Background: an optimization exercise with open tools, aiming at small area. Do not read the settings as production practice.
At most, simulation tests tie the RTL to the original design; equivalence was not proved.
No activity file was given, so power comes from the tool's default toggle rates.

==> module pid_regulator, before the edit <==
module pid_regulator
(
	input  wire                             fpga_clk_50,
	input  wire                             hps_fpga_reset_n,
	input  wire [11:0]                      tick,
	input  wire                             armed,
	input  wire [7:0]                       sp_rpm,
	input  wire [1:0]                       sp_dir,
	input  wire [17-1:0]            kp,
	input  wire [17-1:0]            ki,
	input  wire [17-1:0]            kd,
	input  wire                             gv,
	input  wire signed [9:0]                speed,
	output logic [8-1:0]           duty,
	output logic                            fwd,
	output logic                            rev
);
	localparam int RW = 15;
	localparam int NW = 53;        
	logic signed [12:0]   integ;
	logic signed [10:0]   err_q;
	logic signed [10:0]   err_n;
	logic [RW-1:0]        R;
	logic [NW-1:0]        W;
	logic [1:0]           ph;      
	logic                 dly;     
	logic                 cy;      
	logic [6:0]  t;
	logic        act, t0, t1, t2, t3, t57, su, last;
	logic        ph0, ph1, ph2;
	logic        g, s;
	logic        sel_sp, sel_ns, sel_i, sel_neq, sel_e, sh, hold;
	logic [RW-1:0] a, b, sum;
	logic [RW:0]   rc;
	logic        cin;
	logic [RW-1:0] sp_x, speed_x, integ_x, errq_x, errn_x;
	assign t    = tick[6:0];
	assign act  = armed && (tick[11:7] == 5'd0);
	assign su   = (t[6:2] == 5'd0) && (t[1:0] != 2'd3);     
	assign t0   = (t == 7'd0);
	assign t1   = (t == 7'd1);
	assign t2   = (t == 7'd2);
	assign t3   = (t == 7'd3);
	assign t57  = act && (t == 7'd57);
	assign last = (t >= 7'd54);
	assign ph0  = (ph == 2'd0);
	assign ph1  = (ph == 2'd1);
	assign ph2  = (ph == 2'd2);
	assign g = W[0] & ~last;
	logic          ld;
	logic [NW-1:0] wpat;
	assign ld = t0 && gv;
	always_comb
	begin
		wpat[1:0] = 2'b00;
		for (int j = 0; j < 17; j++)
		begin
			wpat[2 + 3 * j] = ki[j];
			wpat[3 + 3 * j] = kd[j];
			wpat[4 + 3 * j] = kp[j];
		end
	end
	assign s = g ^ dly ^ cy;
	assign sp_x    = {{(RW-8){sp_dir[1]}}, sp_rpm ^ {8{sp_dir[1]}}};
	assign speed_x = {{(RW-10){speed[9]}}, speed};
	assign integ_x = {{(RW-13){integ[12]}}, integ};
	assign errq_x  = {{(RW-11){err_q[10]}}, err_q};
	assign errn_x  = {{(RW-11){err_n[10]}}, err_n};
	assign sh   = ph0 && !t0 && !t3;
	assign hold = !ph0;
	assign sel_sp  = t0 && gv && sp_dir[0];
	assign sel_ns  = t1;
	assign sel_i   = t2 || (!su && ph0 && g);
	assign sel_neq = !su && ph1 && g;
	assign sel_e   = !su && ph2 && s;
	assign cin     = (sel_sp && sp_dir[1]) || sel_ns || sel_neq;
	always_comb
	begin
		for (int i = 0; i < RW; i++)
		begin
			a[i] = (hold && R[i]) || (sh && R[(i < RW - 1) ? i + 1 : i]) || (sel_sp && sp_x[i]);
			b[i] = (sel_ns && !speed_x[i]) || (sel_i && integ_x[i])
				|| (sel_neq && !errq_x[i]) || (sel_e && errn_x[i]);
		end
	end
	assign rc[0] = cin;
	genvar gi;
	generate
		for (gi = 0; gi < RW; gi++)
		begin : g_add
			assign sum[gi]    = a[gi] ^ b[gi] ^ rc[gi];
			assign rc[gi + 1] = (a[gi] & b[gi]) | (a[gi] & rc[gi]) | (b[gi] & rc[gi]);
		end
	endgenerate
	logic               ovf;
	logic signed [12:0] integ_c;
	assign ovf     = sum[14] ? (!sum[12] || (sum[11:0] == 12'd0)) : sum[12];
	assign integ_c = {sum[14], ovf ? {11{!sum[14]}} : sum[11:1], ovf || sum[0]};
	logic [8:0]  ulo;
	logic        un, sat;
	logic [7:0]  mag;
	always_comb
	begin
		for (int j = 0; j < 9; j++)
			ulo[j] = W[2 + 3 * (j + 8)];
		un = R[RW-1];
		if (!un)
			sat = (|R) || ulo[8];
		else
			sat = !((&R) && ulo[8]) || (ulo[7:0] == 8'd0);
		mag = (ulo[7:0] ^ {8{un}}) + {7'd0, un};
	end
	always_ff @(posedge fpga_clk_50)
	begin
		R   <= sum;
		ph  <= (&tick || ph2) ? 2'd0 : ph + 2'd1;
		dly <= g;
		cy  <= ph2 ? ((g & dly) | (g & cy) | (dly & cy)) : cy;
		if (t1)
			err_n <= sum[10:0];
		for (int i = 0; i < NW; i++)
			W[i] <= ((i < NW - 1) ? W[(i < NW - 1) ? i + 1 : i] : (R[0] && (tick[11:6] == 6'd0) && !t0))
				|| (ld && wpat[i]);
	end
	always_ff @(posedge fpga_clk_50 or negedge hps_fpga_reset_n)
	begin
		if (!hps_fpga_reset_n)
		begin
			integ <= '0;
			err_q <= '0;
			duty  <= '0;
			fwd   <= 1'b0;
			rev   <= 1'b0;
		end
		else
		begin
			if (act && t2)
				integ <= integ_c;
			if (t57)
			begin
				err_q <= err_n;
				duty  <= mag | {8{sat}};
				fwd   <= !un && ((|R) || (|ulo));
				rev   <= un;
			end
		end
	end
endmodule
==> flow/config.mk <==
export PLATFORM = sky130hd
export DESIGN_NAME = motor_channel
export DESIGN_NICKNAME = motor_channel
export VERILOG_FILES = /design/flow/design.v
export SDC_FILE = /design/flow/constraint.sdc
export NUM_CORES = 4
export LEC_CHECK = 0
export CAP_MARGIN = 20
export CORE_MARGIN = 2
export CORE_UTILIZATION = 40
export CTS_BUF_LIST = sky130_fd_sc_hd__clkbuf_16
export CTS_CLUSTER_DIAMETER = 80
export CTS_CLUSTER_SIZE = 30
export SLEW_MARGIN = 20
==> flow/constraint.sdc <==
create_clock -name core_clock -period 20.0 [get_ports {fpga_clk_50}]
set_input_delay 4.0000 -clock core_clock [delete_from_list [all_inputs] [get_ports {fpga_clk_50}]]
set_output_delay 4.0000 -clock core_clock [all_outputs]
set_load 0.01 [all_outputs]
standard.sh (not shown) runs the stock make flow with config.mk's settings and CLKGATE_MAP_FILE= SYNTH_SCRIPT=/design/flow/synth_recipe.tcl, a recipe that flattens the netlist after the stock synthesis.
==> flow/flow/run.sh <==
#!/bin/bash
# standard layout, with the port buffers made of the smallest buffer cell
export BUFFER_PORTS_ARGS="-buffer_cell sky130_fd_sc_hd__buf_1"
export CTS_ARGS="-sink_clustering_enable -repair_clock_nets -dont_use_dummy_load -buf_list sky130_fd_sc_hd__clkbuf_4 -sink_clustering_buffer sky130_fd_sc_hd__clkbuf_16 -sink_clustering_size 30 -sink_clustering_max_diameter 80"
bash standard.sh > standard.log 2>&1
Change:
--- a/flow/design.v
+++ b/flow/design.v
@@ -251,10 +251,10 @@
 	logic [NW-1:0]        W;
 	logic [1:0]           ph;      
-	logic                 dly;     
 	logic                 cy;      
+	logic                 stepped;  
 	logic [6:0]  t;
 	logic        act, t0, t1, t2, t3, t57, su, last;
 	logic        ph0, ph1, ph2;
-	logic        g, s;
+	logic        g, g1, s;
 	logic        sel_sp, sel_ns, sel_i, sel_neq, sel_e, sh, hold;
 	logic [RW-1:0] a, b, sum;
@@ -274,5 +274,14 @@
 	assign ph1  = (ph == 2'd1);
 	assign ph2  = (ph == 2'd2);
-	assign g = W[0] & ~last;
+	logic [NW-1:0] wv, wnx;
+	assign wv = W ^ {(NW/2){2'b10}};
+	assign g  = wv[0] & ~last;
+	assign g1 = wv[1] & ~last;
+	always_comb
+	begin
+		for (int i = 0; i < NW; i++)
+			wnx[i] = (((i < NW - 1) ? wv[(i < NW - 1) ? i + 1 : i] : (R[0] && (tick[11:6] == 6'd0) && !t0))
+				|| (ld && wpat[i])) ^ (i % 2 == 1);
+	end
 	logic          ld;
 	logic [NW-1:0] wpat;
@@ -284,9 +293,9 @@
 		begin
 			wpat[2 + 3 * j] = ki[j];
-			wpat[3 + 3 * j] = kd[j];
-			wpat[4 + 3 * j] = kp[j];
+			wpat[3 + 3 * j] = kp[j];
+			wpat[4 + 3 * j] = kd[j];
 		end
 	end
-	assign s = g ^ dly ^ cy;
+	assign s  = g ^ g1 ^ cy;        
 	assign sp_x    = {{(RW-8){sp_dir[1]}}, sp_rpm ^ {8{sp_dir[1]}}};
 	assign speed_x = {{(RW-10){speed[9]}}, speed};
@@ -298,7 +307,7 @@
 	assign sel_sp  = t0 && gv && sp_dir[0];
 	assign sel_ns  = t1;
-	assign sel_i   = t2 || (!su && ph0 && g);
-	assign sel_neq = !su && ph1 && g;
-	assign sel_e   = !su && ph2 && s;
+	assign sel_i   = (t2 && stepped) || (!su && ph0 && g);
+	assign sel_e   = !su && ph1 && s;
+	assign sel_neq = !su && ph2 && g && stepped;
 	assign cin     = (sel_sp && sp_dir[1]) || sel_ns || sel_neq;
 	always_comb
@@ -330,5 +339,5 @@
 	begin
 		for (int j = 0; j < 9; j++)
-			ulo[j] = W[2 + 3 * (j + 8)];
+			ulo[j] = wv[2 + 3 * (j + 8)];
 		un = R[RW-1];
 		if (!un)
@@ -342,11 +351,16 @@
 		R   <= sum;
 		ph  <= (&tick || ph2) ? 2'd0 : ph + 2'd1;
-		dly <= g;
-		cy  <= ph2 ? ((g & dly) | (g & cy) | (dly & cy)) : cy;
+		cy  <= ph1 ? ((g & g1) | (g & cy) | (g1 & cy)) : cy;
 		if (t1)
 			err_n <= sum[10:0];
 		for (int i = 0; i < NW; i++)
-			W[i] <= ((i < NW - 1) ? W[(i < NW - 1) ? i + 1 : i] : (R[0] && (tick[11:6] == 6'd0) && !t0))
-				|| (ld && wpat[i]);
+			W[i] <= wnx[i];
+	end
+	always_ff @(posedge fpga_clk_50)
+	begin
+		if (act && t2)
+			integ <= integ_c;
+		if (t57)
+			err_q <= err_n;
 	end
 	always_ff @(posedge fpga_clk_50 or negedge hps_fpga_reset_n)
@@ -354,17 +368,14 @@
 		if (!hps_fpga_reset_n)
 		begin
-			integ <= '0;
-			err_q <= '0;
-			duty  <= '0;
-			fwd   <= 1'b0;
-			rev   <= 1'b0;
+			stepped <= 1'b0;
+			duty    <= '0;
+			fwd     <= 1'b0;
+			rev     <= 1'b0;
 		end
 		else
 		begin
-			if (act && t2)
-				integ <= integ_c;
 			if (t57)
 			begin
-				err_q <= err_n;
+				stepped <= 1'b1;
 				duty  <= mag | {8{sat}};
 				fwd   <= !un && ((|R) || (|ulo));
Outcome: Global-route usage shrinks by 0.55 points. Cell area decreases by 1.4%. Total power drops by 0.74%. Maximum frequency goes up by 3.2%. Sequential share of layout area rises by 1.9 points. Cell count goes down by 1.1%. Via count fell by 0.35%. Synthesized area went down by 1.5%.
For the first run of this note, only the layout was checked, not whether the RTL still works.

-- separate check: timing with driven ports --
In the flow no input, the clock included, has a driving cell. The finished layouts below were timed again as built, in two steps.
Step 1 sets driving cells, clkbuf_16 on the clock port and buf_2 on the other inputs (assumed; they add their load-dependent delay and slew).
Step 2 moves the port delays by t, midway between the first and last clock arrival at a register: inputs arrive t later, outputs are due t later. That takes back most of the time a late clock gives input paths.
Slacks: ideal ports / drivers / drivers and shift; pairs: ideal ports / drivers.
run | t, ns | slack for setup (ns) | hold slack, ns | latest minus earliest clock arrival (ns) | worst register clock-pin slew, ns
the first run | 0.669 | 6.200 / 6.200 / 6.200 | 0.336 / 0.336 / 0.336 | 0.046 / 0.047 | 0.11 / 0.11
the second run | 0.688 | 6.629 / 6.629 / 6.629 | 0.310 / 0.310 / 0.310 | 0.086 / 0.086 | 0.11 / 0.11
After both steps every run listed still meets setup and hold.
